What follows belongs to an exercise in optimizing a design on an open flow for small area, a short achievable clock period and few clock cycles per item; a production flow would make more cautious choices. No functional check of the RTL was part of any run shown here. No activity file was given, so power comes from the tool's default toggle rates.

[flow/config.mk]
export PLATFORM = sky130hd
export DESIGN_NAME = tx_zc_phase_gen
export DESIGN_NICKNAME = tx_zc_phase_gen
export VERILOG_FILES = /design/flow/design.v
export SDC_FILE = /design/flow/constraint.sdc
export NUM_CORES = 4
export LEC_CHECK = 0
export CAP_MARGIN = 20
export CORE_MARGIN = 2
export CORE_UTILIZATION = 40
export CTS_BUF_LIST = sky130_fd_sc_hd__clkbuf_8
export CTS_CLUSTER_DIAMETER = 60
export CTS_CLUSTER_SIZE = 20
export SETUP_SLACK_MARGIN = 4.0
export SLEW_MARGIN = 20
[flow/constraint.sdc]
create_clock -name core_clock -period 8.0 [get_ports {sys_clk}]
set_input_delay 1.6000 -clock core_clock [delete_from_list [all_inputs] [get_ports {sys_clk}]]
set_output_delay 1.6000 -clock core_clock [all_outputs]
set_load 0.01 [all_outputs]
[flow/design.v]
package tx_zc_pkg;
    localparam int ZC_NZC_W_DEF = 12;
    localparam int ZC_OUT_W_DEF = 12;
    localparam int ZC_INV_W_DEF = 18;
    localparam int ZC_T_MULT = 24;
endpackage
module tx_zc_mul (
    input  logic        clk,
    input  logic        i_en,
    input  logic [16:0] i_th,
    input  logic [17:0] i_inv,
    output logic [11:0] o_y,
    output logic [16:0] o_p
);
    logic [18:0] thx;
    logic [8:0]  w_neg, w_one, w_two;
    logic [8:0]  neg, one, two;
    logic        r_dsgn;
    logic [18:0] pp0;
    logic [18:0] pp1;
    logic [18:0] pp2;
    logic [18:0] pp3;
    logic [18:0] pp4;
    logic [18:0] pp5;
    logic [18:0] pp6;
    logic [18:0] pp7;
    logic [18:0] pp8;
    logic [34:0] ra, rb;
    logic [34:6] r_a, r_b;
    logic        r_sgn, r_c6;
    logic [6:0]  w_l6;
    logic s1;
    logic c2;
    logic s3;
    logic c4;
    logic s5;
    logic c6;
    logic s7;
    logic c8;
    logic s9;
    logic c10;
    logic s11;
    logic c12;
    logic s13;
    logic c14;
    logic s15;
    logic c16;
    logic s17;
    logic c18;
    logic s19;
    logic c20;
    logic s21;
    logic c22;
    logic s23;
    logic c24;
    logic s25;
    logic c26;
    logic s27;
    logic c28;
    logic s29;
    logic c30;
    logic s31;
    logic c32;
    logic s33;
    logic c34;
    logic s35;
    logic c36;
    logic s37;
    logic c38;
    logic s39;
    logic c40;
    logic s41;
    logic c42;
    logic s43;
    logic c44;
    logic s45;
    logic c46;
    logic s47;
    logic c48;
    logic s49;
    logic c50;
    logic s51;
    logic c52;
    logic s53;
    logic c54;
    logic s55;
    logic c56;
    logic s57;
    logic c58;
    logic s59;
    logic c60;
    logic s61;
    logic c62;
    logic s63;
    logic c64;
    logic s65;
    logic c66;
    logic s67;
    logic c68;
    logic s69;
    logic c70;
    logic s71;
    logic c72;
    logic s73;
    logic c74;
    logic s75;
    logic c76;
    logic s77;
    logic c78;
    logic s79;
    logic c80;
    logic s81;
    logic c82;
    logic s83;
    logic c84;
    logic s85;
    logic c86;
    logic s87;
    logic c88;
    logic s89;
    logic c90;
    logic s91;
    logic c92;
    logic s93;
    logic c94;
    logic s95;
    logic c96;
    logic s97;
    logic c98;
    logic s99;
    logic c100;
    logic s101;
    logic c102;
    logic s103;
    logic c104;
    logic s105;
    logic c106;
    logic s107;
    logic c108;
    logic s109;
    logic c110;
    logic s111;
    logic c112;
    logic s113;
    logic c114;
    logic s115;
    logic c116;
    logic s117;
    logic c118;
    logic s119;
    logic c120;
    logic s121;
    logic c122;
    logic s123;
    logic c124;
    logic s125;
    logic c126;
    logic s127;
    logic c128;
    logic s129;
    logic c130;
    logic s131;
    logic c132;
    logic s133;
    logic c134;
    logic s135;
    logic c136;
    logic s137;
    logic c138;
    logic s139;
    logic c140;
    logic s141;
    logic c142;
    logic s143;
    logic c144;
    logic s145;
    logic c146;
    logic s147;
    logic c148;
    logic s149;
    logic c150;
    logic s151;
    logic c152;
    logic s153;
    logic c154;
    logic s155;
    logic c156;
    logic s157;
    logic c158;
    logic s159;
    logic c160;
    logic s161;
    logic c162;
    logic s163;
    logic c164;
    logic s165;
    logic c166;
    logic s167;
    logic c168;
    logic s169;
    logic c170;
    logic s171;
    logic c172;
    logic s173;
    logic c174;
    logic s175;
    logic c176;
    logic s177;
    logic c178;
    logic s179;
    logic c180;
    logic s181;
    logic c182;
    logic s183;
    logic c184;
    logic s185;
    logic c186;
    logic s187;
    logic c188;
    logic s189;
    logic c190;
    logic s191;
    logic c192;
    logic s193;
    logic c194;
    logic s195;
    logic c196;
    logic s197;
    logic c198;
    logic s199;
    logic c200;
    logic s201;
    logic c202;
    logic s203;
    logic c204;
    logic s205;
    logic c206;
    logic s207;
    logic c208;
    logic s209;
    logic c210;
    logic s211;
    logic c212;
    logic s213;
    logic c214;
    logic s215;
    logic c216;
    logic s217;
    logic c218;
    logic s219;
    logic c220;
    logic s221;
    logic c222;
    logic s223;
    logic c224;
    logic s225;
    logic c226;
    logic s227;
    logic c228;
    logic s229;
    logic c230;
    logic s231;
    logic c232;
    logic s233;
    logic c234;
    logic s235;
    logic c236;
    logic s237;
    logic c238;
    logic s239;
    logic c240;
    logic s241;
    logic c242;
    logic s243;
    logic c244;
    logic s245;
    logic c246;
    logic s247;
    logic c248;
    logic s249;
    logic c250;
    logic s251;
    logic c252;
    logic s253;
    logic c254;
    logic s255;
    logic c256;
    logic s257;
    logic c258;
    logic s259;
    logic c260;
    logic s261;
    logic c262;
    logic s263;
    logic c264;
    logic s265;
    logic c266;
    logic s267;
    logic c268;
    logic s269;
    logic c270;
    logic s271;
    logic c272;
    logic s273;
    logic c274;
    logic s275;
    logic c276;
    logic s277;
    logic c278;
    logic s279;
    logic c280;
    logic s281;
    logic c282;
    logic s283;
    logic c284;
    logic s285;
    logic c286;
    logic s287;
    logic c288;
    logic s289;
    logic c290;
    logic s291;
    logic c292;
    logic s293;
    logic c294;
    logic s295;
    logic c296;
    logic s297;
    logic c298;
    logic s299;
    logic c300;
    logic s301;
    logic c302;
    logic s303;
    logic c304;
    logic s305;
    logic c306;
    assign thx = {i_th[16], i_th, 1'b0};
    always_comb begin
        for (int i = 0; i < 9; i++) begin
            w_neg[i] = thx[2*i+2] & ~(thx[2*i+1] & thx[2*i]);
            w_one[i] = thx[2*i+1] ^ thx[2*i];
            w_two[i] = (thx[2*i+2] & ~thx[2*i+1] & ~thx[2*i]) | (~thx[2*i+2] & thx[2*i+1] & thx[2*i]);
        end
    end
    always_ff @(posedge clk) begin
        if (i_en) begin
            neg    <= w_neg;
            one    <= w_one;
            two    <= w_two;
            r_dsgn <= i_th[16];
        end
    end
    assign pp0 = (({19{one[0]}} & {1'b0, i_inv}) | ({19{two[0]}} & {i_inv, 1'b0})) ^ {19{neg[0]}};
    assign pp1 = (({19{one[1]}} & {1'b0, i_inv}) | ({19{two[1]}} & {i_inv, 1'b0})) ^ {19{neg[1]}};
    assign pp2 = (({19{one[2]}} & {1'b0, i_inv}) | ({19{two[2]}} & {i_inv, 1'b0})) ^ {19{neg[2]}};
    assign pp3 = (({19{one[3]}} & {1'b0, i_inv}) | ({19{two[3]}} & {i_inv, 1'b0})) ^ {19{neg[3]}};
    assign pp4 = (({19{one[4]}} & {1'b0, i_inv}) | ({19{two[4]}} & {i_inv, 1'b0})) ^ {19{neg[4]}};
    assign pp5 = (({19{one[5]}} & {1'b0, i_inv}) | ({19{two[5]}} & {i_inv, 1'b0})) ^ {19{neg[5]}};
    assign pp6 = (({19{one[6]}} & {1'b0, i_inv}) | ({19{two[6]}} & {i_inv, 1'b0})) ^ {19{neg[6]}};
    assign pp7 = (({19{one[7]}} & {1'b0, i_inv}) | ({19{two[7]}} & {i_inv, 1'b0})) ^ {19{neg[7]}};
    assign pp8 = (({19{one[8]}} & {1'b0, i_inv}) | ({19{two[8]}} & {i_inv, 1'b0})) ^ {19{neg[8]}};
    assign s1 = pp0[16] ^ pp1[14];
    assign c2 = pp0[16] & pp1[14];
    assign s3 = pp0[17] ^ pp1[15];
    assign c4 = pp0[17] & pp1[15];
    assign s5 = pp0[18] ^ pp1[16];
    assign c6 = pp0[18] & pp1[16];
    assign s7 = pp1[17] ^ pp2[15];
    assign c8 = pp1[17] & pp2[15];
    assign s9 = pp1[18] ^ pp2[16];
    assign c10 = pp1[18] & pp2[16];
    assign s11 = ~neg[1] ^ pp2[17];
    assign c12 = ~neg[1] & pp2[17];
    assign s13 = pp0[10] ^ pp1[8];
    assign c14 = pp0[10] & pp1[8];
    assign s15 = pp0[11] ^ pp1[9];
    assign c16 = pp0[11] & pp1[9];
    assign s17 = pp0[12] ^ pp1[10] ^ pp2[8];
    assign c18 = (pp0[12] & pp1[10]) | (pp0[12] & pp2[8]) | (pp1[10] & pp2[8]);
    assign s19 = pp3[6] ^ pp4[4];
    assign c20 = pp3[6] & pp4[4];
    assign s21 = pp0[13] ^ pp1[11] ^ pp2[9];
    assign c22 = (pp0[13] & pp1[11]) | (pp0[13] & pp2[9]) | (pp1[11] & pp2[9]);
    assign s23 = pp3[7] ^ pp4[5];
    assign c24 = pp3[7] & pp4[5];
    assign s25 = pp0[14] ^ pp1[12] ^ pp2[10];
    assign c26 = (pp0[14] & pp1[12]) | (pp0[14] & pp2[10]) | (pp1[12] & pp2[10]);
    assign s27 = pp3[8] ^ pp4[6] ^ pp5[4];
    assign c28 = (pp3[8] & pp4[6]) | (pp3[8] & pp5[4]) | (pp4[6] & pp5[4]);
    assign s29 = pp6[2] ^ pp7[0];
    assign c30 = pp6[2] & pp7[0];
    assign s31 = pp0[15] ^ pp1[13] ^ pp2[11];
    assign c32 = (pp0[15] & pp1[13]) | (pp0[15] & pp2[11]) | (pp1[13] & pp2[11]);
    assign s33 = pp3[9] ^ pp4[7] ^ pp5[5];
    assign c34 = (pp3[9] & pp4[7]) | (pp3[9] & pp5[5]) | (pp4[7] & pp5[5]);
    assign s35 = pp6[3] ^ pp7[1];
    assign c36 = pp6[3] & pp7[1];
    assign s37 = pp2[12] ^ pp3[10] ^ pp4[8];
    assign c38 = (pp2[12] & pp3[10]) | (pp2[12] & pp4[8]) | (pp3[10] & pp4[8]);
    assign s39 = pp5[6] ^ pp6[4] ^ pp7[2];
    assign c40 = (pp5[6] & pp6[4]) | (pp5[6] & pp7[2]) | (pp6[4] & pp7[2]);
    assign s41 = pp8[0] ^ neg[8] ^ s1;
    assign c42 = (pp8[0] & neg[8]) | (pp8[0] & s1) | (neg[8] & s1);
    assign s43 = pp2[13] ^ pp3[11] ^ pp4[9];
    assign c44 = (pp2[13] & pp3[11]) | (pp2[13] & pp4[9]) | (pp3[11] & pp4[9]);
    assign s45 = pp5[7] ^ pp6[5] ^ pp7[3];
    assign c46 = (pp5[7] & pp6[5]) | (pp5[7] & pp7[3]) | (pp6[5] & pp7[3]);
    assign s47 = pp8[1] ^ s3 ^ c2;
    assign c48 = (pp8[1] & s3) | (pp8[1] & c2) | (s3 & c2);
    assign s49 = pp2[14] ^ pp3[12] ^ pp4[10];
    assign c50 = (pp2[14] & pp3[12]) | (pp2[14] & pp4[10]) | (pp3[12] & pp4[10]);
    assign s51 = pp5[8] ^ pp6[6] ^ pp7[4];
    assign c52 = (pp5[8] & pp6[6]) | (pp5[8] & pp7[4]) | (pp6[6] & pp7[4]);
    assign s53 = pp8[2] ^ s5 ^ c4;
    assign c54 = (pp8[2] & s5) | (pp8[2] & c4) | (s5 & c4);
    assign s55 = pp3[13] ^ pp4[11] ^ pp5[9];
    assign c56 = (pp3[13] & pp4[11]) | (pp3[13] & pp5[9]) | (pp4[11] & pp5[9]);
    assign s57 = pp6[7] ^ pp7[5] ^ pp8[3];
    assign c58 = (pp6[7] & pp7[5]) | (pp6[7] & pp8[3]) | (pp7[5] & pp8[3]);
    assign s59 = neg[0] ^ s7 ^ c6;
    assign c60 = (neg[0] & s7) | (neg[0] & c6) | (s7 & c6);
    assign s61 = pp3[14] ^ pp4[12] ^ pp5[10];
    assign c62 = (pp3[14] & pp4[12]) | (pp3[14] & pp5[10]) | (pp4[12] & pp5[10]);
    assign s63 = pp6[8] ^ pp7[6] ^ pp8[4];
    assign c64 = (pp6[8] & pp7[6]) | (pp6[8] & pp8[4]) | (pp7[6] & pp8[4]);
    assign s65 = neg[0] ^ s9 ^ c8;
    assign c66 = (neg[0] & s9) | (neg[0] & c8) | (s9 & c8);
    assign s67 = pp3[15] ^ pp4[13] ^ pp5[11];
    assign c68 = (pp3[15] & pp4[13]) | (pp3[15] & pp5[11]) | (pp4[13] & pp5[11]);
    assign s69 = pp6[9] ^ pp7[7] ^ pp8[5];
    assign c70 = (pp6[9] & pp7[7]) | (pp6[9] & pp8[5]) | (pp7[7] & pp8[5]);
    assign s71 = ~neg[0] ^ s11 ^ c10;
    assign c72 = (~neg[0] & s11) | (~neg[0] & c10) | (s11 & c10);
    assign s73 = pp2[18] ^ pp3[16] ^ pp4[14];
    assign c74 = (pp2[18] & pp3[16]) | (pp2[18] & pp4[14]) | (pp3[16] & pp4[14]);
    assign s75 = pp5[12] ^ pp6[10] ^ pp7[8];
    assign c76 = (pp5[12] & pp6[10]) | (pp5[12] & pp7[8]) | (pp6[10] & pp7[8]);
    assign s77 = ~(pp8[6] ^ c12);
    assign c78 = pp8[6] | c12;
    assign s79 = ~neg[2] ^ pp3[17] ^ pp4[15];
    assign c80 = (~neg[2] & pp3[17]) | (~neg[2] & pp4[15]) | (pp3[17] & pp4[15]);
    assign s81 = pp5[13] ^ pp6[11] ^ pp7[9];
    assign c82 = (pp5[13] & pp6[11]) | (pp5[13] & pp7[9]) | (pp6[11] & pp7[9]);
    assign s83 = pp3[18] ^ pp4[16] ^ pp5[14];
    assign c84 = (pp3[18] & pp4[16]) | (pp3[18] & pp5[14]) | (pp4[16] & pp5[14]);
    assign s85 = pp6[12] ^ pp7[10];
    assign c86 = pp6[12] & pp7[10];
    assign s87 = ~neg[3] ^ pp4[17] ^ pp5[15];
    assign c88 = (~neg[3] & pp4[17]) | (~neg[3] & pp5[15]) | (pp4[17] & pp5[15]);
    assign s89 = pp4[18] ^ pp5[16];
    assign c90 = pp4[18] & pp5[16];
    assign s91 = pp0[6] ^ pp1[4];
    assign c92 = pp0[6] & pp1[4];
    assign s93 = pp0[7] ^ pp1[5];
    assign c94 = pp0[7] & pp1[5];
    assign s95 = pp0[8] ^ pp1[6] ^ pp2[4];
    assign c96 = (pp0[8] & pp1[6]) | (pp0[8] & pp2[4]) | (pp1[6] & pp2[4]);
    assign s97 = pp3[2] ^ pp4[0];
    assign c98 = pp3[2] & pp4[0];
    assign s99 = pp0[9] ^ pp1[7] ^ pp2[5];
    assign c100 = (pp0[9] & pp1[7]) | (pp0[9] & pp2[5]) | (pp1[7] & pp2[5]);
    assign s101 = pp3[3] ^ pp4[1];
    assign c102 = pp3[3] & pp4[1];
    assign s103 = pp2[6] ^ pp3[4] ^ pp4[2];
    assign c104 = (pp2[6] & pp3[4]) | (pp2[6] & pp4[2]) | (pp3[4] & pp4[2]);
    assign s105 = pp5[0] ^ neg[5] ^ s13;
    assign c106 = (pp5[0] & neg[5]) | (pp5[0] & s13) | (neg[5] & s13);
    assign s107 = pp2[7] ^ pp3[5] ^ pp4[3];
    assign c108 = (pp2[7] & pp3[5]) | (pp2[7] & pp4[3]) | (pp3[5] & pp4[3]);
    assign s109 = pp5[1] ^ s15 ^ c14;
    assign c110 = (pp5[1] & s15) | (pp5[1] & c14) | (s15 & c14);
    assign s111 = pp5[2] ^ pp6[0] ^ neg[6];
    assign c112 = (pp5[2] & pp6[0]) | (pp5[2] & neg[6]) | (pp6[0] & neg[6]);
    assign s113 = s17 ^ s19 ^ c16;
    assign c114 = (s17 & s19) | (s17 & c16) | (s19 & c16);
    assign s115 = pp5[3] ^ pp6[1] ^ s21;
    assign c116 = (pp5[3] & pp6[1]) | (pp5[3] & s21) | (pp6[1] & s21);
    assign s117 = s23 ^ c18 ^ c20;
    assign c118 = (s23 & c18) | (s23 & c20) | (c18 & c20);
    assign s119 = neg[7] ^ s25 ^ s27;
    assign c120 = (neg[7] & s25) | (neg[7] & s27) | (s25 & s27);
    assign s121 = s29 ^ c22 ^ c24;
    assign c122 = (s29 & c22) | (s29 & c24) | (c22 & c24);
    assign s123 = s31 ^ s33 ^ s35;
    assign c124 = (s31 & s33) | (s31 & s35) | (s33 & s35);
    assign s125 = c26 ^ c28 ^ c30;
    assign c126 = (c26 & c28) | (c26 & c30) | (c28 & c30);
    assign s127 = s37 ^ s39 ^ s41;
    assign c128 = (s37 & s39) | (s37 & s41) | (s39 & s41);
    assign s129 = c32 ^ c34 ^ c36;
    assign c130 = (c32 & c34) | (c32 & c36) | (c34 & c36);
    assign s131 = s43 ^ s45 ^ s47;
    assign c132 = (s43 & s45) | (s43 & s47) | (s45 & s47);
    assign s133 = c38 ^ c40 ^ c42;
    assign c134 = (c38 & c40) | (c38 & c42) | (c40 & c42);
    assign s135 = s49 ^ s51 ^ s53;
    assign c136 = (s49 & s51) | (s49 & s53) | (s51 & s53);
    assign s137 = c44 ^ c46 ^ c48;
    assign c138 = (c44 & c46) | (c44 & c48) | (c46 & c48);
    assign s139 = s55 ^ s57 ^ s59;
    assign c140 = (s55 & s57) | (s55 & s59) | (s57 & s59);
    assign s141 = c50 ^ c52 ^ c54;
    assign c142 = (c50 & c52) | (c50 & c54) | (c52 & c54);
    assign s143 = s61 ^ s63 ^ s65;
    assign c144 = (s61 & s63) | (s61 & s65) | (s63 & s65);
    assign s145 = c56 ^ c58 ^ c60;
    assign c146 = (c56 & c58) | (c56 & c60) | (c58 & c60);
    assign s147 = s67 ^ s69 ^ s71;
    assign c148 = (s67 & s69) | (s67 & s71) | (s69 & s71);
    assign s149 = c62 ^ c64 ^ c66;
    assign c150 = (c62 & c64) | (c62 & c66) | (c64 & c66);
    assign s151 = s73 ^ s75 ^ s77;
    assign c152 = (s73 & s75) | (s73 & s77) | (s75 & s77);
    assign s153 = c68 ^ c70 ^ c72;
    assign c154 = (c68 & c70) | (c68 & c72) | (c70 & c72);
    assign s155 = pp8[7] ^ s79 ^ s81;
    assign c156 = (pp8[7] & s79) | (pp8[7] & s81) | (s79 & s81);
    assign s157 = c74 ^ c76 ^ c78;
    assign c158 = (c74 & c76) | (c74 & c78) | (c76 & c78);
    assign s159 = ~(pp8[8] ^ s83);
    assign c160 = pp8[8] | s83;
    assign s161 = s85 ^ c80 ^ c82;
    assign c162 = (s85 & c80) | (s85 & c82) | (c80 & c82);
    assign s163 = pp6[13] ^ pp7[11] ^ pp8[9];
    assign c164 = (pp6[13] & pp7[11]) | (pp6[13] & pp8[9]) | (pp7[11] & pp8[9]);
    assign s165 = s87 ^ c84 ^ c86;
    assign c166 = (s87 & c84) | (s87 & c86) | (c84 & c86);
    assign s167 = pp6[14] ^ pp7[12] ^ pp8[10];
    assign c168 = (pp6[14] & pp7[12]) | (pp6[14] & pp8[10]) | (pp7[12] & pp8[10]);
    assign s169 = ~(s89 ^ c88);
    assign c170 = s89 | c88;
    assign s171 = ~neg[4] ^ pp5[17] ^ pp6[15];
    assign c172 = (~neg[4] & pp5[17]) | (~neg[4] & pp6[15]) | (pp5[17] & pp6[15]);
    assign s173 = pp7[13] ^ pp8[11] ^ c90;
    assign c174 = (pp7[13] & pp8[11]) | (pp7[13] & c90) | (pp8[11] & c90);
    assign s175 = pp5[18] ^ pp6[16] ^ pp7[14];
    assign c176 = (pp5[18] & pp6[16]) | (pp5[18] & pp7[14]) | (pp6[16] & pp7[14]);
    assign s177 = ~pp8[12];
    assign c178 = pp8[12];
    assign s179 = ~neg[5] ^ pp6[17] ^ pp7[15];
    assign c180 = (~neg[5] & pp6[17]) | (~neg[5] & pp7[15]) | (pp6[17] & pp7[15]);
    assign s181 = pp6[18] ^ pp7[16];
    assign c182 = pp6[18] & pp7[16];
    assign s183 = pp0[4] ^ pp1[2];
    assign c184 = pp0[4] & pp1[2];
    assign s185 = pp0[5] ^ pp1[3] ^ pp2[1];
    assign c186 = (pp0[5] & pp1[3]) | (pp0[5] & pp2[1]) | (pp1[3] & pp2[1]);
    assign s187 = pp2[2] ^ pp3[0] ^ neg[3];
    assign c188 = (pp2[2] & pp3[0]) | (pp2[2] & neg[3]) | (pp3[0] & neg[3]);
    assign s189 = pp2[3] ^ pp3[1] ^ s93;
    assign c190 = (pp2[3] & pp3[1]) | (pp2[3] & s93) | (pp3[1] & s93);
    assign s191 = neg[4] ^ s95 ^ s97;
    assign c192 = (neg[4] & s95) | (neg[4] & s97) | (s95 & s97);
    assign s193 = s99 ^ s101 ^ c96;
    assign c194 = (s99 & s101) | (s99 & c96) | (s101 & c96);
    assign s195 = s103 ^ s105 ^ c100;
    assign c196 = (s103 & s105) | (s103 & c100) | (s105 & c100);
    assign s197 = s107 ^ s109 ^ c104;
    assign c198 = (s107 & s109) | (s107 & c104) | (s109 & c104);
    assign s199 = s111 ^ s113 ^ c108;
    assign c200 = (s111 & s113) | (s111 & c108) | (s113 & c108);
    assign s201 = s115 ^ s117 ^ c112;
    assign c202 = (s115 & s117) | (s115 & c112) | (s117 & c112);
    assign s203 = s119 ^ s121 ^ c116;
    assign c204 = (s119 & s121) | (s119 & c116) | (s121 & c116);
    assign s205 = s123 ^ s125 ^ c120;
    assign c206 = (s123 & s125) | (s123 & c120) | (s125 & c120);
    assign s207 = s127 ^ s129 ^ c124;
    assign c208 = (s127 & s129) | (s127 & c124) | (s129 & c124);
    assign s209 = s131 ^ s133 ^ c128;
    assign c210 = (s131 & s133) | (s131 & c128) | (s133 & c128);
    assign s211 = s135 ^ s137 ^ c132;
    assign c212 = (s135 & s137) | (s135 & c132) | (s137 & c132);
    assign s213 = s139 ^ s141 ^ c136;
    assign c214 = (s139 & s141) | (s139 & c136) | (s141 & c136);
    assign s215 = s143 ^ s145 ^ c140;
    assign c216 = (s143 & s145) | (s143 & c140) | (s145 & c140);
    assign s217 = s147 ^ s149 ^ c144;
    assign c218 = (s147 & s149) | (s147 & c144) | (s149 & c144);
    assign s219 = s151 ^ s153 ^ c148;
    assign c220 = (s151 & s153) | (s151 & c148) | (s153 & c148);
    assign s221 = s155 ^ s157 ^ c152;
    assign c222 = (s155 & s157) | (s155 & c152) | (s157 & c152);
    assign s223 = s159 ^ s161 ^ c156;
    assign c224 = (s159 & s161) | (s159 & c156) | (s161 & c156);
    assign s225 = s163 ^ s165 ^ c160;
    assign c226 = (s163 & s165) | (s163 & c160) | (s165 & c160);
    assign s227 = s167 ^ s169 ^ c164;
    assign c228 = (s167 & s169) | (s167 & c164) | (s169 & c164);
    assign s229 = s171 ^ s173 ^ c168;
    assign c230 = (s171 & s173) | (s171 & c168) | (s173 & c168);
    assign s231 = s175 ^ s177 ^ c172;
    assign c232 = (s175 & s177) | (s175 & c172) | (s177 & c172);
    assign s233 = pp8[13] ^ s179 ^ c176;
    assign c234 = (pp8[13] & s179) | (pp8[13] & c176) | (s179 & c176);
    assign s235 = ~(pp8[14] ^ s181);
    assign c236 = pp8[14] | s181;
    assign s237 = ~neg[6] ^ pp7[17] ^ pp8[15];
    assign c238 = (~neg[6] & pp7[17]) | (~neg[6] & pp8[15]) | (pp7[17] & pp8[15]);
    assign s239 = pp7[18] ^ pp8[16];
    assign c240 = pp7[18] & pp8[16];
    assign s241 = pp0[2] ^ pp1[0];
    assign c242 = pp0[2] & pp1[0];
    assign s243 = pp0[3] ^ pp1[1];
    assign c244 = pp0[3] & pp1[1];
    assign s245 = pp2[0] ^ neg[2] ^ s183;
    assign c246 = (pp2[0] & neg[2]) | (pp2[0] & s183) | (neg[2] & s183);
    assign s247 = ~(s185 ^ c184);
    assign c248 = s185 | c184;
    assign s249 = s91 ^ s187 ^ c186;
    assign c250 = (s91 & s187) | (s91 & c186) | (s187 & c186);
    assign s251 = c92 ^ s189 ^ c188;
    assign c252 = (c92 & s189) | (c92 & c188) | (s189 & c188);
    assign s253 = c94 ^ s191 ^ c190;
    assign c254 = (c94 & s191) | (c94 & c190) | (s191 & c190);
    assign s255 = c98 ^ s193 ^ c192;
    assign c256 = (c98 & s193) | (c98 & c192) | (s193 & c192);
    assign s257 = c102 ^ s195 ^ c194;
    assign c258 = (c102 & s195) | (c102 & c194) | (s195 & c194);
    assign s259 = c106 ^ s197 ^ c196;
    assign c260 = (c106 & s197) | (c106 & c196) | (s197 & c196);
    assign s261 = c110 ^ s199 ^ c198;
    assign c262 = (c110 & s199) | (c110 & c198) | (s199 & c198);
    assign s263 = c114 ^ s201 ^ c200;
    assign c264 = (c114 & s201) | (c114 & c200) | (s201 & c200);
    assign s265 = c118 ^ s203 ^ c202;
    assign c266 = (c118 & s203) | (c118 & c202) | (s203 & c202);
    assign s267 = c122 ^ s205 ^ c204;
    assign c268 = (c122 & s205) | (c122 & c204) | (s205 & c204);
    assign s269 = c126 ^ s207 ^ c206;
    assign c270 = (c126 & s207) | (c126 & c206) | (s207 & c206);
    assign s271 = c130 ^ s209 ^ c208;
    assign c272 = (c130 & s209) | (c130 & c208) | (s209 & c208);
    assign s273 = c134 ^ s211 ^ c210;
    assign c274 = (c134 & s211) | (c134 & c210) | (s211 & c210);
    assign s275 = c138 ^ s213 ^ c212;
    assign c276 = (c138 & s213) | (c138 & c212) | (s213 & c212);
    assign s277 = c142 ^ s215 ^ c214;
    assign c278 = (c142 & s215) | (c142 & c214) | (s215 & c214);
    assign s279 = c146 ^ s217 ^ c216;
    assign c280 = (c146 & s217) | (c146 & c216) | (s217 & c216);
    assign s281 = c150 ^ s219 ^ c218;
    assign c282 = (c150 & s219) | (c150 & c218) | (s219 & c218);
    assign s283 = c154 ^ s221 ^ c220;
    assign c284 = (c154 & s221) | (c154 & c220) | (s221 & c220);
    assign s285 = c158 ^ s223 ^ c222;
    assign c286 = (c158 & s223) | (c158 & c222) | (s223 & c222);
    assign s287 = c162 ^ s225 ^ c224;
    assign c288 = (c162 & s225) | (c162 & c224) | (s225 & c224);
    assign s289 = c166 ^ s227 ^ c226;
    assign c290 = (c166 & s227) | (c166 & c226) | (s227 & c226);
    assign s291 = c170 ^ s229 ^ c228;
    assign c292 = (c170 & s229) | (c170 & c228) | (s229 & c228);
    assign s293 = c174 ^ s231 ^ c230;
    assign c294 = (c174 & s231) | (c174 & c230) | (s231 & c230);
    assign s295 = c178 ^ s233 ^ c232;
    assign c296 = (c178 & s233) | (c178 & c232) | (s233 & c232);
    assign s297 = c180 ^ s235 ^ c234;
    assign c298 = (c180 & s235) | (c180 & c234) | (s235 & c234);
    assign s299 = c182 ^ s237 ^ c236;
    assign c300 = (c182 & s237) | (c182 & c236) | (s237 & c236);
    assign s301 = ~(s239 ^ c238);
    assign c302 = s239 | c238;
    assign s303 = ~neg[7] ^ pp8[17] ^ c240;
    assign c304 = (~neg[7] & pp8[17]) | (~neg[7] & c240) | (pp8[17] & c240);
    assign s305 = ~pp8[18];
    assign c306 = pp8[18];
    assign ra[0] = pp0[0];
    assign rb[0] = neg[0];
    assign ra[1] = pp0[1];
    assign rb[1] = 1'b0;
    assign ra[2] = neg[1];
    assign rb[2] = s241;
    assign ra[3] = s243;
    assign rb[3] = c242;
    assign ra[4] = s245;
    assign rb[4] = c244;
    assign ra[5] = s247;
    assign rb[5] = c246;
    assign ra[6] = s249;
    assign rb[6] = c248;
    assign ra[7] = s251;
    assign rb[7] = c250;
    assign ra[8] = s253;
    assign rb[8] = c252;
    assign ra[9] = s255;
    assign rb[9] = c254;
    assign ra[10] = s257;
    assign rb[10] = c256;
    assign ra[11] = s259;
    assign rb[11] = c258;
    assign ra[12] = s261;
    assign rb[12] = c260;
    assign ra[13] = s263;
    assign rb[13] = c262;
    assign ra[14] = s265;
    assign rb[14] = c264;
    assign ra[15] = s267;
    assign rb[15] = c266;
    assign ra[16] = s269;
    assign rb[16] = c268;
    assign ra[17] = s271;
    assign rb[17] = c270;
    assign ra[18] = s273;
    assign rb[18] = c272;
    assign ra[19] = s275;
    assign rb[19] = c274;
    assign ra[20] = s277;
    assign rb[20] = c276;
    assign ra[21] = s279;
    assign rb[21] = c278;
    assign ra[22] = s281;
    assign rb[22] = c280;
    assign ra[23] = s283;
    assign rb[23] = c282;
    assign ra[24] = s285;
    assign rb[24] = c284;
    assign ra[25] = s287;
    assign rb[25] = c286;
    assign ra[26] = s289;
    assign rb[26] = c288;
    assign ra[27] = s291;
    assign rb[27] = c290;
    assign ra[28] = s293;
    assign rb[28] = c292;
    assign ra[29] = s295;
    assign rb[29] = c294;
    assign ra[30] = s297;
    assign rb[30] = c296;
    assign ra[31] = s299;
    assign rb[31] = c298;
    assign ra[32] = s301;
    assign rb[32] = c300;
    assign ra[33] = s303;
    assign rb[33] = c302;
    assign ra[34] = s305;
    assign rb[34] = c304;
    assign w_l6 = {1'b0, ra[5:0]} + {1'b0, rb[5:0]};
    always_ff @(posedge clk) begin
        if (i_en) begin
            r_a   <= ra[34:6];
            r_b   <= rb[34:6];
            r_sgn <= r_dsgn;
            r_c6  <= w_l6[6];
        end
    end
    logic [22:6] w_lo;
    logic [17:0] w_sum;
    assign w_sum = {r_a[22:6], r_c6} + {r_b[22:6], r_c6};
    assign w_lo  = w_sum[17:1];
    assign o_p  = w_lo[22:6];
    logic [34:17] w_p, w_o, w_g;
    logic         w_z0, w_z1;
    assign w_p   = r_a[34:17] ^ r_b[34:17];
    assign w_o   = r_a[34:17] | r_b[34:17];
    assign w_g   = r_a[34:17] & r_b[34:17];
    assign w_z0  = !w_lo[17] && (w_o[33:17] == w_p[34:18]);
    assign w_z1  = w_lo[17] && (w_g[33:17] == ~w_p[34:18]);
    assign o_y   = (w_z0 || w_z1) ? w_lo[17:6] : (r_sgn ? 12'h800 : 12'h7ff);
endmodule
module tx_zc_phase_gen #(
    parameter int NZC_W  = tx_zc_pkg::ZC_NZC_W_DEF,
    parameter int OUT_W  = tx_zc_pkg::ZC_OUT_W_DEF,
    parameter int INV_W  = tx_zc_pkg::ZC_INV_W_DEF,
    parameter int PH_W   = NZC_W + 5
) (
    input  logic             sys_clk,
    input  logic             rst,
    input  logic             start,
    input  logic             abort,
    input  logic [NZC_W-1:0] zc_N_zc,
    input  logic [NZC_W-1:0] zc_len,
    input  logic [NZC_W-1:0] zc_start_index,
    input  logic [PH_W-1:0]  zc_Q,
    input  logic [PH_W-1:0]  zc_P,
    input  logic [INV_W-1:0] zc_inv_T,
    input  logic             theta_ready,
    output logic             theta_valid,
    output logic [OUT_W-1:0] theta_data,
    output logic             theta_last,
    output logic             busy,
    output logic             cfg_err
);
    logic        r_busy, r_pend;
    logic        r_ck_n3, r_ck_lnz;             
    logic [2:0]  r_ck_sl;                       
    logic [2:0]  r_ck_q, r_ck_p;                
    logic        r_ph_q2b;   
    logic        r_ph_e0;    
    logic        r_ph_run;   
    logic        r_ph_w1;    
    logic        r_ph_w2;    
    logic        r_ph_w3;    
    logic        r_s1_valid, r_s1_last, r_s2_valid, r_s2_last, r_out_valid, r_out_last;
    logic [11:0] r_out_data;
    logic [11:0] r_nzc;          
    logic [13:0] r_nt3;          
    logic [16:0] r_q;            
    logic [16:0] r_p;            
    logic [17:0] r_inv;          
    logic [11:0] r_rem;          
    logic [11:0] r_skip;         
    logic [11:0]        r_mc;    
    logic               r_wrap;  
    logic signed [16:0] r_th;    
    logic [16:0]        r_e;     
    logic [4:0]         r_z;     
    logic [4:0]         r_pm;    
    logic [13:0] w_3n;
    logic [14:0] w_qc_a, w_qc_b, w_qc_s, w_qc_c;
    logic [14:0] w_pc_s, w_pc_c;
    logic [8:0]  w_qc_lo, w_pc_lo;
    logic [6:0]  w_qc_h0, w_qc_h1, w_pc_h0, w_pc_h1;
    logic        w_idle;
    logic [15:0] w_q2_a, w_q2_b, w_q2_s, w_q2_c, w_q2x;
    logic        w_cfg_ok, w_accept, w_adv, w_step, w_done, w_last_step;
    logic [16:0] w_t;
    logic [16:0] w_q2;
    logic [18:0] w_tha, w_thb, w_tnx, w_hnx, w_ths, w_s1, w_c1, w_ths_m, w_s2, w_c2, w_thc;
    logic [16:0] w_th_nxt;
    logic        w_wrap_nxt;
    logic [16:0] w_ea;
    logic [18:0] w_eq, w_tx, w_ed, w_s3, w_c3, w_edt;
    logic [16:0] w_e_nxt;
    logic [1:0]  w_p3;
    logic [4:0]  w_pm;
    logic [3:0]  w_zl_s;
    logic [4:0]  w_z_nxt, w_zth5;
    logic [16:0] w_zth;
    logic [17:0] r_mul_b;        
    logic [11:0] w_sat;
    logic [16:0] w_prod;
    logic        w_th_ld;
    logic [16:0] w_th_d;
    assign w_qc_a   = {3'b000, zc_N_zc};
    assign w_qc_b   = ~{1'b0, zc_N_zc, 2'b00};
    assign w_qc_s   = w_qc_a ^ w_qc_b ^ {1'b0, zc_Q[16:3]};
    assign w_qc_c   = {(w_qc_a[13:0] & w_qc_b[13:0]) | ((w_qc_a[13:0] | w_qc_b[13:0]) & zc_Q[16:3]), 1'b1};
    assign w_pc_s   = w_qc_a ^ w_qc_b ^ {1'b0, zc_P[16:3]};
    assign w_pc_c   = {(w_qc_a[13:0] & w_qc_b[13:0]) | ((w_qc_a[13:0] | w_qc_b[13:0]) & zc_P[16:3]), 1'b1};
    assign w_qc_lo  = {1'b0, w_qc_s[7:0]} + {1'b0, w_qc_c[7:0]};
    assign w_qc_h0  = w_qc_s[14:8] + w_qc_c[14:8];
    assign w_qc_h1  = w_qc_s[14:8] + w_qc_c[14:8] + 7'd1;
    assign w_pc_lo  = {1'b0, w_pc_s[7:0]} + {1'b0, w_pc_c[7:0]};
    assign w_pc_h0  = w_pc_s[14:8] + w_pc_c[14:8];
    assign w_pc_h1  = w_pc_s[14:8] + w_pc_c[14:8] + 7'd1;
    assign w_cfg_ok = r_ck_n3 && r_ck_lnz &&
                      (r_ck_sl[2] || (r_ck_sl[1] && r_ck_sl[0])) &&
                      (r_ck_q[2] ? r_ck_q[1] : r_ck_q[0]) &&
                      (r_ck_p[2] ? r_ck_p[1] : r_ck_p[0]);
    assign w_accept = r_pend && w_cfg_ok;
    assign w_idle   = !r_busy && !w_accept;
    assign w_adv       = !(r_out_valid && !theta_ready);
    assign w_step      = w_adv && r_ph_run;
    assign w_last_step = (r_rem == 12'd1);
    assign w_done      = r_out_valid && r_out_last && theta_ready;
    assign w_t    = ~{r_nt3, 3'b111};
    assign w_3n    = 14'(r_nzc) + {1'b0, r_nzc, 1'b0};
    assign w_q2_a  = {4'b0000, r_nzc};
    assign w_q2_b  = ~{2'b00, r_nzc, 2'b00};
    assign w_q2_s  = w_q2_a ^ w_q2_b ^ {1'b0, r_q[16:2]};
    assign w_q2_c  = {(w_q2_a[14:0] & w_q2_b[14:0]) | ((w_q2_a[14:0] | w_q2_b[14:0]) & r_q[16:2]), 1'b1};
    assign w_q2x   = w_q2_s + w_q2_c;
    assign w_q2    = r_e[15] ? {r_q[15:0], 1'b0} : {r_e[13:0], r_q[1:0], 1'b0};
    assign w_tha  = {r_th[16], r_th[16], r_th};
    assign w_thb  = {2'b00, r_e};
    assign w_tnx  = {2'b11, r_nt3, 3'b111};
    assign w_hnx  = {3'b111, r_nt3, 2'b11};
    assign w_ths  = w_tha + w_thb;
    assign w_s1   = w_tha ^ w_thb ^ w_tnx;
    assign w_c1   = {(w_tha[17:0] & w_thb[17:0]) | (w_tha[17:0] & w_tnx[17:0]) | (w_thb[17:0] & w_tnx[17:0]), 1'b1};
    assign w_ths_m = w_s1 + w_c1;
    assign w_s2   = w_tha ^ w_thb ^ w_hnx;
    assign w_c2   = {(w_tha[17:0] & w_thb[17:0]) | (w_tha[17:0] & w_hnx[17:0]) | (w_thb[17:0] & w_hnx[17:0]), 1'b1};
    assign w_thc  = w_s2 + w_c2;
    assign w_th_nxt = w_thc[18] ? w_ths[16:0] : w_ths_m[16:0];
    assign w_ea   = r_e;
    assign w_eq   = {2'b11, r_q};
    assign w_tx   = {2'b00, w_t};
    assign w_ed   = {2'b00, w_ea} + w_eq + 19'd1;
    assign w_s3   = {2'b00, w_ea} ^ w_eq ^ w_tx;
    assign w_c3   = {({1'b0, w_ea} & w_eq[17:0]) | ({1'b0, w_ea} & w_tx[17:0]) | (w_eq[17:0] & w_tx[17:0]), 1'b1};
    assign w_edt  = w_s3 + w_c3;
    assign w_e_nxt = w_ed[18] ? w_edt[16:0] : w_ed[16:0];
    function automatic logic [1:0] add3(input logic [1:0] a, input logic [1:0] b);
        case ({a, b})
            4'b0000: add3 = 2'd0;  4'b0001: add3 = 2'd1;  4'b0010: add3 = 2'd2;
            4'b0100: add3 = 2'd1;  4'b0101: add3 = 2'd2;  4'b0110: add3 = 2'd0;
            4'b1000: add3 = 2'd2;  4'b1001: add3 = 2'd0;  4'b1010: add3 = 2'd1;
            default: add3 = 2'd0;
        endcase
    endfunction
    function automatic logic [1:0] red3(input logic [1:0] g);
        red3 = {g[1] & ~g[0], g[0] & ~g[1]};
    endfunction
    always_comb begin
        logic [1:0] r0, r1, r2, r3, r4, r5, r6;
        r0 = red3(r_p[4:3]);   r1 = red3(r_p[6:5]);   r2 = red3(r_p[8:7]);
        r3 = red3(r_p[10:9]);  r4 = red3(r_p[12:11]); r5 = red3(r_p[14:13]);
        r6 = red3(r_p[16:15]);
        w_p3 = add3(add3(add3(r0, r1), add3(r2, r3)), add3(add3(r4, r5), r6));
    end
    assign w_pm = {w_p3, r_p[2:0]};
    assign w_zl_s  = {1'b0, r_z[2:0]} + {1'b0, r_pm[2:0]};
    assign w_z_nxt = {add3(add3(r_z[4:3], r_pm[4:3]), {1'b0, w_zl_s[3]}), w_zl_s[2:0]};
    assign w_zth5  = (r_z[4:3] == 2'd2) ? {2'b11, r_z[2:0]} :
                     (r_z[4:3] == 2'd1 && r_z[2]) ? {2'b10, r_z[2:0]} : {1'b0, r_z[3], r_z[2:0]};
    assign w_zth   = {{12{w_zth5[4]}}, w_zth5};
    always_comb begin
        if (r_pend)       w_th_d = '0;
        else if (r_ph_w3) w_th_d = w_prod;
        else if (r_wrap)  w_th_d = w_zth;
        else              w_th_d = w_th_nxt;
    end
    assign w_th_ld = r_pend || (w_adv && (r_ph_run || r_ph_w3));
    always_ff @(posedge sys_clk) begin
        r_mul_b <= ((r_ph_w1 && w_adv) || (r_ph_w2 && !w_adv)) ? {r_nzc, 6'b000000} : r_inv;
    end
    tx_zc_mul u_mul (.clk(sys_clk), .i_en(w_adv), .i_th(r_th), .i_inv(r_mul_b),
                     .o_y(w_sat), .o_p(w_prod));
    assign w_wrap_nxt = r_pend ? 1'b0 : (w_step ? (!r_wrap && r_mc == 12'd2) : r_wrap);
    always_ff @(posedge sys_clk) begin
        if (rst || abort) begin
            r_busy      <= 1'b0;
            r_pend      <= 1'b0;
            r_ph_q2b    <= 1'b0;
            r_ph_e0     <= 1'b0;
            r_ph_run    <= 1'b0;
            r_ph_w1     <= 1'b0;
            r_ph_w2     <= 1'b0;
            r_ph_w3     <= 1'b0;
            r_s1_valid  <= 1'b0;
            r_s1_last   <= 1'b0;
            r_s2_valid  <= 1'b0;
            r_s2_last   <= 1'b0;
            r_out_valid <= 1'b0;
            r_out_last  <= 1'b0;
        end else begin
            r_pend   <= w_idle && start;
            r_ph_q2b <= w_accept;
            if (w_accept) begin
                r_busy <= 1'b1;
            end else if (r_busy) begin
                if (w_done) r_busy <= 1'b0;
                r_ph_e0  <= r_ph_q2b;
                if (r_ph_e0) r_ph_run <= 1'b1;
                if (w_adv) begin
                    if (r_ph_run && (w_last_step || r_wrap)) r_ph_run <= 1'b0;
                    r_ph_w1 <= r_ph_run && !w_last_step && r_wrap;
                    r_ph_w2 <= r_ph_w1;
                    r_ph_w3 <= r_ph_w2;
                    if (r_ph_w3) r_ph_run <= 1'b1;
                end
            end
            if (w_adv) begin
                r_s1_valid  <= w_step && (r_skip == '0);
                r_s1_last   <= w_last_step;
                r_s2_valid  <= r_s1_valid;
                r_s2_last   <= r_s1_last;
                r_out_valid <= r_s2_valid;
                r_out_last  <= r_s2_last;
            end
        end
    end
    always_ff @(posedge sys_clk) begin
        if (w_idle) begin
            r_nzc  <= zc_N_zc;
            r_q    <= zc_Q;
            r_p    <= zc_P;
            r_inv  <= zc_inv_T;
            r_rem  <= zc_len;
            r_skip <= zc_start_index;
        end else begin
            if (r_ph_q2b) r_q   <= ~w_q2;
            if (r_ph_e0)  r_p   <= w_e_nxt;
            if (w_step) begin
                r_rem <= r_rem - 12'd1;
                if (r_skip != '0) r_skip <= r_skip - 12'd1;
            end
        end
    end
    always_ff @(posedge sys_clk) begin
        if (w_th_ld) begin
            r_th <= w_th_d;
        end
        r_wrap <= w_wrap_nxt;
        r_ck_n3  <= (zc_N_zc[11:2] != '0) || (zc_N_zc[1:0] == 2'd3);
        r_ck_lnz <= (zc_len != '0);
        r_ck_sl  <= {zc_start_index[11:6] < zc_len[11:6], zc_start_index[11:6] == zc_len[11:6],
                     zc_start_index[5:0] < zc_len[5:0]};
        r_ck_q   <= {w_qc_lo[8], w_qc_h1[6], w_qc_h0[6]};
        r_ck_p   <= {w_pc_lo[8], w_pc_h1[6], w_pc_h0[6]};
        if (r_pend) begin
            r_nt3  <= ~w_3n;
            r_mc   <= r_nzc;
            r_pm   <= w_pm;
            r_z    <= w_pm;
        end
        if (r_pend) begin
            r_e <= {1'b0, w_q2x};
        end
        if (r_ph_q2b) begin
            r_e <= r_p;
        end
        if (r_ph_e0) begin
            r_e <= w_e_nxt;
        end
        if (w_step) begin
            r_e <= r_wrap ? r_p : w_e_nxt;
            if (r_wrap) begin
                r_z    <= w_z_nxt;
                r_mc   <= r_nzc;
            end else begin
                r_mc   <= r_mc - 12'd1;
            end
        end
        if (w_adv) begin
            r_out_data <= w_sat;
        end
    end
    assign theta_valid = r_out_valid;
    assign theta_data  = r_out_data;
    assign theta_last  = r_out_last;
    assign busy        = r_busy || w_accept;
    assign cfg_err     = r_pend && !w_cfg_ok;
endmodule
[flow/flow/run.sh]
#!/bin/bash
# The standard layout, with the ports buffered by buf_2 cells instead of the
# default choice of buffer cell.
set -euo pipefail
export BUFFER_PORTS_ARGS="-buffer_cell sky130_fd_sc_hd__buf_2"
bash standard.sh > standard.log 2>&1
[flow/standard.sh]
#!/bin/bash
# synth_recipe.tcl (not shown) runs the flow's synth.tcl, then flattens the netlist and writes it again
# the make line also repeats each setting of config.mk as NAME=value (left out here)
make -C /OpenROAD-flow-scripts/flow DESIGN_CONFIG=/design/flow/config.mk WORK_HOME=/design/flow/orfs CLKGATE_MAP_FILE= SYNTH_SCRIPT=/design/flow/synth_recipe.tcl "${@:-finish}"
==> impl_metrics.csv, run 1 <==
group,metric,value,unit
grt,grt-ovfl-total,0,
synthesis,yosysMostFrequentCell,"inv_1",
setup_path,r2r-start,"r_mul_b[6]",
timing,max_freq,0.2560,GHz
timing,grt_setup_unrepaired,"true",
final_layout,num-nets-final,3498,
placed_design,placed_cell_area,29470,um^2
cts,clk-insertion-delay-late,0.63,ns
routing,vias_per_cell,5.367,
power_and_ir_drop,clock_power_share,0.117,
power_and_ir_drop,peakVddDrop,170.3,uV
setup_path,cp-end-kind,"flop",
power_and_ir_drop,internal_power,5.597,mW
floorplan,die_x,269.2,um
cts,cts_made_buffers,37,
cts,root_buffer,"clkbuf_8",
grt,grt_max_degree,108,
synthesis,synth_area_leaders,"edfxtp_1, fa_1, ha_1",
min_path,hold_path.class,"reg2reg",
synthesis,syn-num-nets,3446,
min_path,worstHoldStart,"u_mul.r_dsgn",
synthesis,synth_top_area_frac,0.2690,
timing,hold_violations,0,
setup_path,arrival,4.26,ns
flow_run,maxCapViolations,0,
final_layout,area_growth,8.402,%
floorplan,die_height,269.2,um
synthesis,ys_warn_count,2,
power_and_ir_drop,power,10.23,mW
placed_design,hpwl,59130,um
timing,report.final.slew_viol_count,0,
synthesis,synthAdderAreaFrac,0.2597,
routing,antenna_left,0,
timing,finalClockSkew,0.04362,ns
grt,antenna_found_initial,1,
grt,grt_pass1_vias,21890,
routing,drt_first_pass_iters,8,
cts,clk_transition_reported_paths,0.09,ns
synthesis,avgSynthCellArea,9.730,um^2
synthesis,synth-async-reset-ratio,0,
cts,htree_levels,2,
power_and_ir_drop,switching_share,0.4528,
timing,final.period_utilization,0.4882,
synthesis,synth_compound_area_frac,0.1451,
power_and_ir_drop,seq_power_share,0.272,
timing,worstMarginPinSlew,1.003,ns
cts,cts_tree,"yes",
routing,wl_met2,36800,um
routing,route.detailed.drc,0,
final_layout,drive_above_1_share,0.08987,
floorplan,coreArea,69790,um^2
final_layout,fin_util,0.4370,
setup_path,worst-path-max-fanout,17,
synthesis,synthDistinctLibCells,80,
timing,setup_viol,0,
synthesis,synth_top_family_by_area,"adder cells",
min_path,min_to,"u_mul.r_sgn",
floorplan,ios,109,
outcome,outcome,"finished clean",
synthesis,synth_area,28130,um^2
routing,wl_per_cell,19.57,um
synthesis,synth_common_cells,"inv_1, ha_1, edfxtp_1, xnor2_1, fa_1",
power_and_ir_drop,p_leak,13.58,nW
routing,wl_met1,32170,um
setup_path,r2r_cells,9,
synthesis,synthMuxAreaShare,0.02046,
setup_path,path_class,"reg2reg",
synthesis,synth-simple-area-share,0.08900,
setup_path,reg2reg_slack,4.09,ns
routing,wl_met3,4517,um
synthesis,syn-instance-count,2891,
power_and_ir_drop,power_frac_comb,0.611,
synthesis,synth_edf_count,252,
cts,clock-sinks,301,
floorplan,rows,97,
power_and_ir_drop,powerDensity,335.4,nW/um^2
final_layout,final_cell_area,30490,um^2
floorplan,initial_core_util,0.4031,
synthesis,ys_seq_area_frac,0.3039,
synthesis,yosys.area.top_type,"edfxtp_1",
grt,grt_pass1_wl,120300,um
synthesis,synth_xor_area_frac,0.1024,
placed_design,port-buffer-count,108,
timing,setup_tns,0,ns
min_path,worstHoldPathCells,0,
cts,cts_buffer_depth,3,
floorplan,dieArea,72460,um^2
routing,routed_wl,76560,um
routing,dr.first_iter.drc_count,1394,
setup_path,critPathLaunchType,"flop",
synthesis,ys_ff_latch,301,
placed_design,dp_slack,3.075,ns
routing,vias,21000,
setup_path,reg2reg_to,"u_mul.r_a[14]",
timing,finalCriticalPeriod,3.906,ns
setup_path,required,8.35,ns
synthesis,synth-main-ff-cell,"edfxtp_1",
routing,top_layer,"met4",
placed_design,place.gp.congestion,0.9042,
grt,grt_usage,0.2088,
timing,setup_ws,4.094,ns
power_and_ir_drop,p_switching,4.630,mW
timing,slew_headroom,0.3303,
power by group through the flow:
stage | Sequential [mW] | Combinational, mW | Clock (mW)
after global placement | 2.81 | 6.01 | 0
after detailed placement | 2.83 | 6.19 | 0
after floorplan | 2.58 | 4.69 | 0
after CTS | 2.79 | 6.25 | 1.25
after global routing | 2.82 | 7.18 | 1.30
final | 2.78 | 6.24 | 1.20
cell families (layout without fill, tap and decap cells):
family	Yosys count	in the layout
flops	301	301
xor+xnor	329	329
fa+ha+maj	462	462
buf+inv	588	666
other cells	0	1
simple gates	534	535
compound gates	621	622
mux	56	56
state kept, by name, summed over array words and instances (netlist names), 12 cells and up:
signal	flops
r_skip	12
r_inv	18
r_e	17
r_q	17
r_out_data	12
r_p	17
r_mul_b	18
r_rem	12
r_nt3	14
r_th	17
r_nzc	12
u_mul.r_a	29
u_mul.r_b	29
r_mc	12
cell type report:
class	instances	area (um^2)
antenna	1	2.502
clock buffer	38	523.0
clock inverter	29	246.5
fill	6675	39290
inverter	452	1712
multi-input combinational	2004	17430
sequential	301	8554
tap	940	1176
timing repair buffer	147	845.8
through the flow:
step | hold WS [ns] | cells
after global routing | 0.4311 | 3912
after CTS | 0.4269 | 3892
final | 0.4235 | 3912
after floorplan | 0.4003 | 2891
after global placement | 0.4054 | 3822
after detailed placement | 0.4054 | 3822
worst max-delay path: stages (launching register included):
cell and delay (ns):
dfxtp_1 0.98, a22oi_1 0.25, xor2_1 0.22, fa_1 0.53, inv_1 0.05, fa_1 0.50, inv_1 0.06, fa_1 0.53
inv_1 0.05, fa_1 0.44
cells in the final DEF, fill, tap and decap left out, types with 26 or more instances in the layout:
| cell | instances |
|---|---|
| o21ai_0 | 141 |
| clkbuf_8 | 38 |
| a211oi_1 | 26 |
| nand2_1 | 194 |
| nand3_1 | 31 |
| edfxtp_1 | 252 |
| nor2_1 | 129 |
| a21oi_1 | 120 |
| nor2b_1 | 31 |
| buf_2 | 108 |
| buf_4 | 38 |
| dfxtp_1 | 44 |
| mux2i_1 | 46 |
| nor3_1 | 32 |
| xnor2_1 | 231 |
| a21o_1 | 39 |
| ha_1 | 258 |
| fa_1 | 203 |
| xor2_1 | 97 |
| inv_1 | 451 |
| o21a_1 | 27 |
| a22oi_1 | 149 |
worst max-delay path by stage:
stage                       from            end  slack [ns]
floorplan           u_mul.neg[2]  u_mul.r_a[19]        4.03
global placement     theta_ready        r_e[14]        3.11
detailed placement   theta_ready        r_e[14]        3.08
CTS                    r_ck_q[2]           busy        4.01
global route            r_nzc[2]        r_e[14]        3.89
finish                r_mul_b[6]  u_mul.r_a[14]        4.09
metal layers:
layer	GRT usage	vias up
met2	0.3565	649
met1	0.2652	10280
li1	-	9916
met4	0.08439	0
met3	0.03046	156
met5	0	-
what timing repair did:
item	CTS	global route
pin swaps	2	1
hold buffers	0	0
buffers inserted	2	18
setup endpoints to repair	37	23
resized for setup	9	10
cloned	1	1
==> inputs of run 2 (changes only) <==
--- a/flow/config.mk
+++ b/flow/config.mk
@@ -11,5 +11,5 @@
 export CTS_BUF_LIST = sky130_fd_sc_hd__clkbuf_8
 export CTS_CLUSTER_DIAMETER = 60
 export CTS_CLUSTER_SIZE = 20
-export SETUP_SLACK_MARGIN = 4.0
+export SETUP_SLACK_MARGIN = 4.3
 export SLEW_MARGIN = 20
==> impl_metrics.csv, run 2 <==
group,metric,value,unit
final_layout,area_growth,13.02,%
floorplan,ios,109,
synthesis,ys_warn_count,2,
placed_design,place.gp.congestion,0.9189,
timing,final.period_utilization,0.4655,
setup_path,required,8.36,ns
floorplan,die_x,269.2,um
synthesis,syn-num-nets,3446,
cts,clk_transition_reported_paths,0.09,ns
setup_path,crit_path_cell_trace,"buf_4 -> ha_1 -> nand3_1 -> nor4_4 -> nor3_4 -> a211oi_2 -> o32ai_2 -> o21ba_4 -> buf_4 -> buf_12 -> buf_16 -> a21oi_1 -> o21ai_0",
synthesis,synth_common_cells,"inv_1, ha_1, edfxtp_1, xnor2_1, fa_1",
grt,grt-ovfl-total,0,
routing,dr.first_iter.drc_count,1561,
routing,vias,21840,
timing,setup_viol,0,
grt,antenna_found_initial,1,
setup_path,critPathLaunchType,"flop",
power_and_ir_drop,p_leak,14.20,nW
grt,grt_max_degree,80,
cts,cts_made_buffers,38,
placed_design,hpwl,60720,um
cts,htree_levels,2,
floorplan,dieArea,72460,um^2
timing,max_freq,0.2686,GHz
timing,hold_ws,0.4331,ns
synthesis,synth-async-reset-ratio,0,
cts,cts_tree,"yes",
min_path,hold_path.class,"reg2reg",
setup_path,arrival,4.09,ns
grt,grt_pass1_vias,22360,
setup_path,cp-end-kind,"flop",
setup_path,slowest_stage,"edfxtp_1",
power_and_ir_drop,powerDensity,342.4,nW/um^2
routing,route.detailed.drc,0,
setup_path,worst-path-max-fanout,12,
final_layout,finalNonFillerCells,4023,
synthesis,synthDistinctLibCells,80,
timing,hold_violations,0,
setup_path,path_class,"reg2reg",
synthesis,yosysMostFrequentCell,"inv_1",
synthesis,synth-main-ff-cell,"edfxtp_1",
grt,grtUsageMet2,0.3742,
synthesis,yosys.area.top_type,"edfxtp_1",
timing,report.final.slew_viol_count,0,
placed_design,post-place-cells,3826,
setup_path,crit_family,"compound AO/OA/AOI/OAI gates",
timing,finalCriticalPeriod,3.724,ns
grt,grt_use_met3,0.02779,
final_layout,layout_commonest_cell,"inv_1",
synthesis,ys_seq_area_frac,0.3039,
cts,clock-sinks,301,
floorplan,die_height,269.2,um
timing,slew_headroom,0.3695,
timing,grt_setup_unrepaired,"true",
routing,vias_per_cell,5.428,
cts,clk-insertion-delay-late,0.65,ns
setup_path,critPathBufInv,4,
routing,drt_first_pass_iters,6,
grt,gr-usage-met1,0.2886,
synthesis,synth_area_leaders,"edfxtp_1, fa_1, ha_1",
timing,setup_tns,0,ns
cts,cts_buffer_depth,3,
routing,wl_per_cell,20.17,um
timing,worstMarginPinSlew,0.9458,ns
synthesis,synth_top_area_frac,0.2690,
cts,root_buffer,"clkbuf_8",
floorplan,initial_core_util,0.4031,
floorplan,rows,97,
flow_run,maxCapViolations,0,
synthesis,syn-instance-count,2891,
synthesis,synth_area,28130,um^2
outcome,outcome,"finished clean",
routing,antenna_left,0,
routing,routed_wl,81140,um
final_layout,drive_above_1_share,0.1377,
setup_path,critPathMaxStageDelay,0.48,ns
final_layout,most-common-layout-cells,"inv_1, edfxtp_1, ha_1, xnor2_1, fa_1",
synthesis,synth_edf_count,252,
timing,finalClockSkew,0.06062,ns
synthesis,ys_ff_latch,301,
final_layout,top_regs,"u_mul.r_a x29, u_mul.r_b x29",
power_and_ir_drop,peakVddDrop,228.5,uV
grt,grt_usage,0.2221,
floorplan,coreArea,69790,um^2
grt,grt_pass1_wl,126100,um
setup_path,cp_common_cell,"buf_4",
placed_design,port-buffer-count,108,
grt,top_usage_layer,"met2",
synthesis,avgSynthCellArea,9.730,um^2
final_layout,num-nets-final,3605,
final_layout,nFillCells,6615,
-- run 2: cell count changes in the layout (fill, tap and decap cells not counted), moves of 6 or more --
| cell | change |
|---|---|
| buf_4 | +89 |
| buf_12 | +13 |
| dfxtp_1 | -13 |
| inv_1 | -10 |
| dfxtp_2 | +9 |
| inv_2 | +8 |
| ha_1 | -7 |
| inv_6 | -6 |
-- run 2: worst paths after layout --
kind,slack (ns),end,cells past startpoint,from
max,4.28,r_e[3],13,r_e[7]
min,0.43,u_mul.r_sgn,0,u_mul.r_dsgn
max reg2reg,4.28,r_e[3],13,r_e[7]
min reg2reg,0.43,u_mul.r_sgn,0,u_mul.r_dsgn
-- run 2: layout make-up --
class | count | area [um^2] | area share
timing repair buffer | 254 | 1851 | 0.05821
multi-input combinational | 2002 | 17600 | 0.5537
clock buffer | 38 | 523.0 | 0.01645
tap | 940 | 1176 | 0.03699
antenna | 3 | 7.507 | 0.0002361
timing repair inverter | 1 | 8.758 | 0.0002755
inverter | 452 | 1718 | 0.05403
sequential | 301 | 8581 | 0.2699
clock inverter | 32 | 325.3 | 0.01023
-- run 2: kinds of logic (layout without fill, tap and decap cells) --
group | after synthesis | count (layout) | share of synthesized area
other cells | 0 | 3 | 0
xor+xnor | 329 | 329 | 0.1024
compound gates | 621 | 621 | 0.1451
fa+ha+maj | 462 | 462 | 0.2597
flops | 301 | 301 | 0.3039
buf+inv | 588 | 777 | 0.07940
mux | 56 | 56 | 0.02046
simple gates | 534 | 534 | 0.08900
-- run 2: metal layers --
metal | vias up | part of all wire
met5 | - | 0
met4 | 0 | 0.039
met3 | 176 | 0.061
met2 | 777 | 0.48
met1 | 10740 | 0.42
li1 | 10140 | -
-- run 2: what timing repair did --
item / in CTS / in global routing
hold buffers: 0 / 0
endpoints found under the hold margin: 0 / 0
pin swaps: 8 / 18
endpoints found under the setup margin: 84 / 70
resized for setup: 32 / 67
cloned: 2 / 0
buffers inserted: 83 / 39
-- run 2: power breakdown --
group / internal [mW] / switching, mW
sequential: 2.40 / 0.306
clock: 0.584 / 0.701
combinational: 2.96 / 3.94
total: 5.94 / 4.94
-- run 2: per-stage QoR --
stage,area [um^2],worst slack (ns),util,power [mW]
after floorplan,28160,4.304,-,7.279
after global placement,29510,3.305,0.4228,9.083
after detailed placement,29510,3.258,0.4228,9.285
after CTS,31240,4.262,0.4476,10.79
after global routing,31790,4.259,0.4555,11.89
final,31790,4.276,0.4556,10.89
==> inputs of run 3 (changes only) <==
==> flow/flow/run.sh (replaced) <==
#!/bin/bash
# The standard layout, with the ports buffered by buf_1 cells instead of the
# default choice of buffer cell.
set -euo pipefail
export BUFFER_PORTS_ARGS="-buffer_cell sky130_fd_sc_hd__buf_1"
bash standard.sh > standard.log 2>&1
--- a/flow/config.mk
+++ b/flow/config.mk
@@ -5,11 +5,12 @@
 export SDC_FILE = /design/flow/constraint.sdc
 export NUM_CORES = 4
 export LEC_CHECK = 0
-export CAP_MARGIN = 20
+export CAP_MARGIN = 5
 export CORE_MARGIN = 2
 export CORE_UTILIZATION = 40
 export CTS_BUF_LIST = sky130_fd_sc_hd__clkbuf_8
 export CTS_CLUSTER_DIAMETER = 60
 export CTS_CLUSTER_SIZE = 20
 export SETUP_SLACK_MARGIN = 4.3
-export SLEW_MARGIN = 20
+export SLEW_MARGIN = 5
+export TNS_END_PERCENT = 10
==> impl_metrics.csv, run 3 <==
group,metric,value,unit
floorplan,die_height,269.2,um
final_layout,most-common-layout-cells,"inv_1, edfxtp_1, ha_1, xnor2_1, fa_1",
power_and_ir_drop,internal_power,5.754,mW
floorplan,initial_core_util,0.4031,
synthesis,synth_common_cells,"inv_1, ha_1, edfxtp_1, xnor2_1, fa_1",
synthesis,ys_warn_count,2,
setup_path,path_class,"reg2reg",
synthesis,yosys.area.top_type,"edfxtp_1",
synthesis,ys_ff_latch,301,
routing,drt_first_pass_iters,6,
timing,setup_ws,4.303,ns
grt,grt_max_degree,64,
setup_path,cp-end-kind,"flop",
power_and_ir_drop,seq_power_share,0.258,
floorplan,coreArea,69790,um^2
cts,cts_made_buffers,36,
power_and_ir_drop,power_frac_comb,0.619,
setup_path,worst-path-max-fanout,18,
setup_path,crit_family,"adder cells",
synthesis,yosysMostFrequentCell,"inv_1",
flow_run,maxCapViolations,0,
synthesis,synth_edf_count,252,
floorplan,die_x,269.2,um
cts,cts_tree,"yes",
setup_path,cp_common_cell,"fa_1",
setup_path,critPathLaunchType,"flop",
routing,dr.first_iter.drc_count,1564,
grt,grt-ovfl-total,0,
timing,hold_violations,0,
setup_path,critPathBufInv,3,
cts,clk_transition_reported_paths,0.09,ns
outcome,outcome,"finished clean",
cts,htree_levels,2,
cts,root_buffer,"clkbuf_8",
timing,setup_viol,0,
final_layout,area_growth,10.74,%
synthesis,synth_top_area_frac,0.2690,
final_layout,top_regs,"u_mul.r_a x29, u_mul.r_b x29",
power_and_ir_drop,peakVddDrop,210.6,uV
routing,wl_per_cell,18.66,um
timing,grt_setup_unrepaired,"true",
placed_design,dp_slack,3.135,ns
timing,final.period_utilization,0.4622,
final_layout,layout_commonest_cell,"inv_1",
routing,routed_wl,73940,um
synthesis,synth-main-ff-cell,"edfxtp_1",
timing,finalClockSkew,0.06294,ns
setup_path,arrival,4.05,ns
power_and_ir_drop,clock_power_share,0.123,
final_layout,num-nets-final,3548,
cts,holdBufCountCts,0,
synthesis,synth_area,28130,um^2
synthesis,synth_area_leaders,"edfxtp_1, fa_1, ha_1",
synthesis,syn-num-nets,3446,
cts,cts_buffer_depth,3,
timing,max_freq,0.2705,GHz
cts,clock-sinks,301,
floorplan,rows,97,
grt,grt_pass1_vias,20670,
cts,clk-insertion-delay-late,0.65,ns
power_and_ir_drop,switching_share,0.4510,
setup_path,reg2reg_slack,4.30,ns
synthesis,syn-instance-count,2891,
synthesis,synthDistinctLibCells,80,
routing,antenna_left,0,
setup_path,slowest_stage,"edfxtp_1",
floorplan,dieArea,72460,um^2
setup_path,required,8.35,ns
grt,antenna_found_initial,1,
routing,vias_per_cell,5.240,
placed_design,hpwl,56590,um
routing,route.detailed.drc,0,
final_layout,drive_above_1_share,0.08242,
placed_design,port-buffer-count,108,
synthesis,synth-async-reset-ratio,0,
grt,grt_usage,0.2025,
timing,finalCriticalPeriod,3.697,ns
power_and_ir_drop,power,10.48,mW
grt,grt_pass1_wl,116000,um
floorplan,ios,109,
power_and_ir_drop,p_switching,4.728,mW
timing,worstMarginPinSlew,1.049,ns
setup_path,crit_path_cell_trace,"a22oi_1 -> xor2_1 -> fa_1 -> inv_1 -> fa_1 -> inv_1 -> fa_1 -> inv_1 -> fa_1",
routing,vias,20760,
power_and_ir_drop,p_leak,13.60,nW
setup_path,critPathMaxStageDelay,0.85,ns
synthesis,ys_seq_area_frac,0.3039,
power_and_ir_drop,powerDensity,336.5,nW/um^2
placed_design,place.gp.congestion,0.8849,
synthesis,avgSynthCellArea,9.730,um^2
timing,slew_headroom,0.2963,
timing,report.final.slew_viol_count,0,
min_path,hold_path.class,"reg2reg",
timing,setup_tns,0,ns
-- run 3: cell counts after synthesis --
No cell type changed its count.
-- run 3: power groups by stage --
stage,logic [mW],clock network [mW],registers (mW)
2_1_floorplan,4.70,0,2.58
3_3_place_gp,6.09,0,2.81
3_5_place_dp,6.19,0,2.82
4_1_cts,6.28,1.33,2.77
5_1_grt,7.46,1.38,2.75
6_report,6.49,1.28,2.71
-- run 3: cell type report --
class	instances	area (um^2)
clock inverters	28	324.1
multi-input cells	2004	17600
repair inverters	1	8.758
diodes	1	2.502
flip-flops and latches	301	8568
well taps	940	1176
repair buffers	197	1229
inverters	452	1715
fillers	6716	38640
clock buffers	38	523.0
-- run 3: cell families after synthesis --
logic type / count (synthesis) / share of synthesized area
muxes: 56 / 0.02046
adders and majority gates: 462 / 0.2597
xor gates and xnor gates: 329 / 0.1024
DFF: 301 / 0.3039
AOI/OAI and AO/OA: 621 / 0.1451
buffers and inverters: 588 / 0.07940
and+or+nand+nor: 534 / 0.08900
-- run 3: what timing repair did --
action / 4_1_cts / 5_1_grt
endpoints found under the setup margin: 89 / 73
pin swaps: 2 / 14
resized for setup: 12 / 56
cloned: 2 / 1
buffers inserted: 14 / 55
endpoints found under the hold margin: 0 / 0
-- run 3: routing by layer --
layer,GRT usage,vias to the layer above,wire [um]
li1,-,10050,-
met1,0.2759,10030,32710
met2,0.3377,580,35130
met3,0.02298,95,4100
met4,0.06175,0,1993
met5,0,-,0
-- run 3: metrics by stage --
step	instances	hold slack, ns	area, um^2	util
6_report	3962	0.4515	31150	0.4464
5_1_grt	3962	0.4629	31150	0.4464
4_1_cts	3905	0.4523	30380	0.4354
3_5_place_dp	3823	0.4304	29350	0.4206
3_3_place_gp	3823	0.4265	29350	0.4206
2_1_floorplan	2891	0.4003	28150	-
-- run 3: path summary, 6_finish.rpt --
check,cells past startpoint,from,to
max,9,u_mul.one[4],u_mul.r_a[14]
min,2,r_inv[17],r_mul_b[17]
max reg2reg,9,u_mul.one[4],u_mul.r_a[14]
min reg2reg,2,r_inv[17],r_mul_b[17]
-- run 3: worst reg2reg max path: stages (launching register included) --
cell and delay, ns:
edfxtp_1 0.85, a22oi_1 0.22, xor2_1 0.19, fa_1 0.53, inv_1 0.06, fa_1 0.53, inv_1 0.06, fa_1 0.53
inv_1 0.05, fa_1 0.43

re-timing with driven ports:
How much do the figures lean on ideal ports? The routed layouts below were timed once more, with nothing changed but the port constraints. Step 1 assumes that a clkbuf_16 drives the clock port and a buf_2 every other input. Step 2 adds t to the input delays and takes it off the output delays; t is the mean of the earliest and latest rising clock arrival at the registers after step 1. Input paths then give back, and output paths get back, about the clock's delay inside the block. Three values: ideal, step 1, step 2; two values: the first two.
run	t (ns)	setup slack, ns	worst data-port slew with drivers (ns)
run 1	0.668	4.094 / 4.094 / 3.649	0.05
run 2	0.680	4.276 / 4.276 / 3.906	0.05
run 3	0.670	4.303 / 4.303 / 3.789	0.05
After both steps setup and hold are still met in every run listed. For run 3, which loses most, drivers alone change the setup slack by 0.000 ns; drivers and shift together by -0.514 ns.
